This design comes from an exercise in tuning for small area, a short achievable clock period and few clock cycles on the open sky130 flow, not from production work.

== north ==
Design multiplicacao_matrizes_seq, start of the top module:
module multiplicacao_matrizes_seq #(
  parameter int DATA_W = multiplicacao_pkg::DATA_W_DEF,
  parameter int MAX_N  = multiplicacao_pkg::MAX_N_DEF,
  parameter int SIZE_W = $clog2(MAX_N - 1),
  parameter int ACC_W  = 18
) (
  input  logic                            clk,
  input  logic                            rst_n,
  input  logic                            start,
  input  logic                            sat_en,
  input  logic [SIZE_W-1:0]               matrix_size,
  input  logic [MAX_N*MAX_N*DATA_W-1:0]   A,
  input  logic [MAX_N*MAX_N*DATA_W-1:0]   B,
  output logic                            busy,
  output logic                            done,
  output logic [MAX_N*MAX_N*DATA_W-1:0]   C,
  output logic                            overflow_flag
);
  localparam int CNT_W = 3;
  logic             run_q;      
  logic             done_q;     
  logic [MAX_N-1:0] first_q;    
  logic [CNT_W-1:0] cnt_q;
  logic             sat_q;
  logic [MAX_N-1:0] vld_q;      
  logic [DATA_W-1:0] a_q [MAX_N][MAX_N];
  logic [DATA_W-1:0] b_q [MAX_N][MAX_N];
  logic [ACC_W-1:0]  acc_q [MAX_N][MAX_N];
  logic [ACC_W-1:0]  acc_d [MAX_N][MAX_N];
  logic idle;
  logic [CNT_W-1:0] n_m1;
  assign idle = !run_q && !done_q;
  assign busy = run_q;
  assign done = done_q;
  assign n_m1 = CNT_W'(multiplicacao_pkg::decode_n(int'(matrix_size), MAX_N) - 1);
  always_ff @(posedge clk or negedge rst_n) begin
    if (!rst_n) begin
      run_q   <= 1'b0;
      done_q  <= 1'b0;
      first_q <= '0;
      cnt_q   <= '0;
      sat_q   <= 1'b0;
      vld_q   <= '0;
    end else begin
      done_q  <= 1'b0;
      first_q <= '0;
      if (idle) begin
        if (start) begin
          run_q   <= 1'b1;
          for (int i = 0; i < MAX_N; i++) first_q[i] <= (i <= int'(n_m1));
          cnt_q   <= n_m1;
          sat_q   <= sat_en;
          for (int i = 0; i < MAX_N; i++) vld_q[i] <= (i <= int'(n_m1));
        end
      end else if (run_q) begin
        cnt_q <= cnt_q - 1'b1;
        if (cnt_q == '0) begin
          run_q  <= 1'b0;
  ...
Size: ~8900 cells after synthesis, about 870 flip-flops.
==> flow/config.mk <==
export PLATFORM = sky130hd
export DESIGN_NAME = multiplicacao_matrizes_seq
export DESIGN_NICKNAME = multiplicacao_matrizes_seq
export VERILOG_FILES = /design/flow/design.v
export SDC_FILE = /design/flow/constraint.sdc
export NUM_CORES = 4
export LEC_CHECK = 0
export CAP_MARGIN = 20
export CORE_MARGIN = 2
export CORE_UTILIZATION = 40
export CTS_CLUSTER_DIAMETER = 100
export CTS_CLUSTER_SIZE = 20
export SLEW_MARGIN = 20
==> flow/constraint.sdc <==
create_clock -name core_clock -period 11.0 [get_ports {clk}]
set_input_delay 2.2000 -clock core_clock [delete_from_list [all_inputs] [get_ports {clk}]]
set_output_delay 2.2000 -clock core_clock [all_outputs]
set_load 0.01 [all_outputs]
standard.sh (not shown) runs the stock make flow with config.mk's settings and CLKGATE_MAP_FILE= SYNTH_SCRIPT=/design/flow/synth_recipe.tcl, a recipe that flattens the netlist after the stock synthesis.
==> flow/flow/run.sh <==
#!/bin/bash
# The standard layout (the standard.sh, unchanged synthesis), with extra
# ORFS settings from flow/knobs.txt (one VAR=value per line): a larger
# setup margin for timing repair and a plain buffer for the port buffers.
# The constraints, clock period and checks are unchanged.
set -euo pipefail
mapfile -t KNOBS < <(grep -v '^#' flow/knobs.txt | sed '/^$/d')
bash standard.sh "${KNOBS[@]}" finish > standard_flow.log 2>&1
==> flow/flow/knobs.txt <==
SETUP_SLACK_MARGIN=5.65
BUFFER_PORTS_ARGS=-buffer_cell sky130_fd_sc_hd__buf_1
Relative to north, the following input files were edited for south:
==> flow/flow/knobs.txt <==
SETUP_SLACK_MARGIN=6.5
BUFFER_PORTS_ARGS=-buffer_cell sky130_fd_sc_hd__buf_1
diff --git a/flow/config.mk b/flow/config.mk
--- a/flow/config.mk
+++ b/flow/config.mk
@@ -11,3 +11,3 @@
 export CTS_CLUSTER_DIAMETER = 100
-export CTS_CLUSTER_SIZE = 20
+export CTS_CLUSTER_SIZE = 30
 export SLEW_MARGIN = 20
==> comparison <==
Diff south..north | final estimated routing congestion in global placement | negligible
Layout-stage area growth over the synthesis result: south higher than north
The final reports for south and north show wire length of the first global-routing pass higher in the former.
| arrival time at the worst endpoint | south vs north | 0.17 ns lower |
Relative to south, the following input files were edited for east:
==> flow/flow/knobs.txt <==
SETUP_SLACK_MARGIN=5.25
BUFFER_PORTS_ARGS=-buffer_cell sky130_fd_sc_hd__buf_1
diff --git a/flow/config.mk b/flow/config.mk
--- a/flow/config.mk
+++ b/flow/config.mk
@@ -11,3 +11,3 @@
 export CTS_CLUSTER_DIAMETER = 100
-export CTS_CLUSTER_SIZE = 30
+export CTS_CLUSTER_SIZE = 20
 export SLEW_MARGIN = 20
### Flow results
east finished every stage and its layout cleared the timing, design-rule and antenna checks. When east is set beside south, its clock-buffer cell count turns out to be 30% larger. east against south: final core area utilization fell 6.4 points; count of TritonRoute iterations in the first routing pass now smaller.
#### Input delta (west over east)
==> flow/flow/knobs.txt <==
SETUP_SLACK_MARGIN=6
BUFFER_PORTS_ARGS=-buffer_cell sky130_fd_sc_hd__buf_1
Results
- The final layout from west, which completed every stage, passed the timing, design-rule and antenna checks at the end of the flow.
- Going from east to west, number of gates resized after cts grows by 372.
- Looking at first-pass GRT wire length across both flows, west is the weaker of the two, with east ahead.
- Relative to east, relative area of clock buffers and inverters in the final design decreased by 0.57 points in west.
No functional check of the RTL was part of any run of this note.

* * *

## 04-24
Starting RTL as in the previous note.
==> flow/config.mk <==
export PLATFORM = sky130hd
export DESIGN_NAME = multiplicacao_matrizes_seq
export DESIGN_NICKNAME = multiplicacao_matrizes_seq
export VERILOG_FILES = /design/flow/design.v
export SDC_FILE = /design/flow/constraint.sdc
export NUM_CORES = 4
export LEC_CHECK = 0
export CAP_MARGIN = 20
export CORE_MARGIN = 2
export CORE_UTILIZATION = 40
export CTS_CLUSTER_DIAMETER = 100
export CTS_CLUSTER_SIZE = 30
export SLEW_MARGIN = 20
==> flow/constraint.sdc <==
create_clock -name core_clock -period 11.0 [get_ports {clk}]
set_input_delay 2.2000 -clock core_clock [delete_from_list [all_inputs] [get_ports {clk}]]
set_output_delay 2.2000 -clock core_clock [all_outputs]
set_load 0.01 [all_outputs]
==> flow/flow/knobs.txt <==
SETUP_SLACK_MARGIN=6
BUFFER_PORTS_ARGS=-buffer_cell sky130_fd_sc_hd__buf_1
Scripts as last shown in full above: flow/flow/run.sh
04-24 reached the final stage; the timing, design-rule and antenna checks on its layout passed.
> inputs changed (04-24 -> 04-03)
Settings: CTS_CLUSTER_SIZE: 30 -> 20.
==> flow/flow/knobs.txt <==
SETUP_SLACK_MARGIN=5.75
BUFFER_PORTS_ARGS=-buffer_cell sky130_fd_sc_hd__buf_1
04-24 → 04-03: least setup slack across all paths after layout rose by 0.072 ns; count of clock-buffer cells in the layout went up by 32%; number of sequential cells in the layout essentially unchanged. The highest cell delay on the worst timing path of 04-03 and that of 04-24 are within noise of each other. Number of antenna cells inserted (lower): 04-03.
No run of this note included a check of the RTL's function; only the layout flow was run.

## static timing again, ports no longer ideal
The flow's constraints put no driver on any port. The routed layouts listed below were extracted and timed again, unchanged, in two steps.
Step 1, drivers: a clkbuf_16 drives clk and a buf_2 each remaining input, both assumed.
Step 2 also shifts input and output timing later by t, the mid clock arrival at the registers, as if the neighbouring blocks saw the same clock.
Slacks: no drivers / after step 1 / after step 2; pairs: no drivers / after step 1.
run	t (ns)	setup slack, ns	slew at the worst register clock pin (ns)
north	0.830	5.674 / 5.582 / 5.682	0.10 / 0.10
south	0.862	5.839 / 5.745 / 6.002	0.12 / 0.12
east	0.827	5.357 / 5.266 / 5.458	0.10 / 0.10
west	0.864	5.599 / 5.498 / 5.998	0.11 / 0.11
04-24	0.833	5.589 / 5.508 / 5.991	0.12 / 0.12
04-03	0.826	5.661 / 5.570 / 5.811	0.10 / 0.10
After both steps every run listed still meets setup and hold.
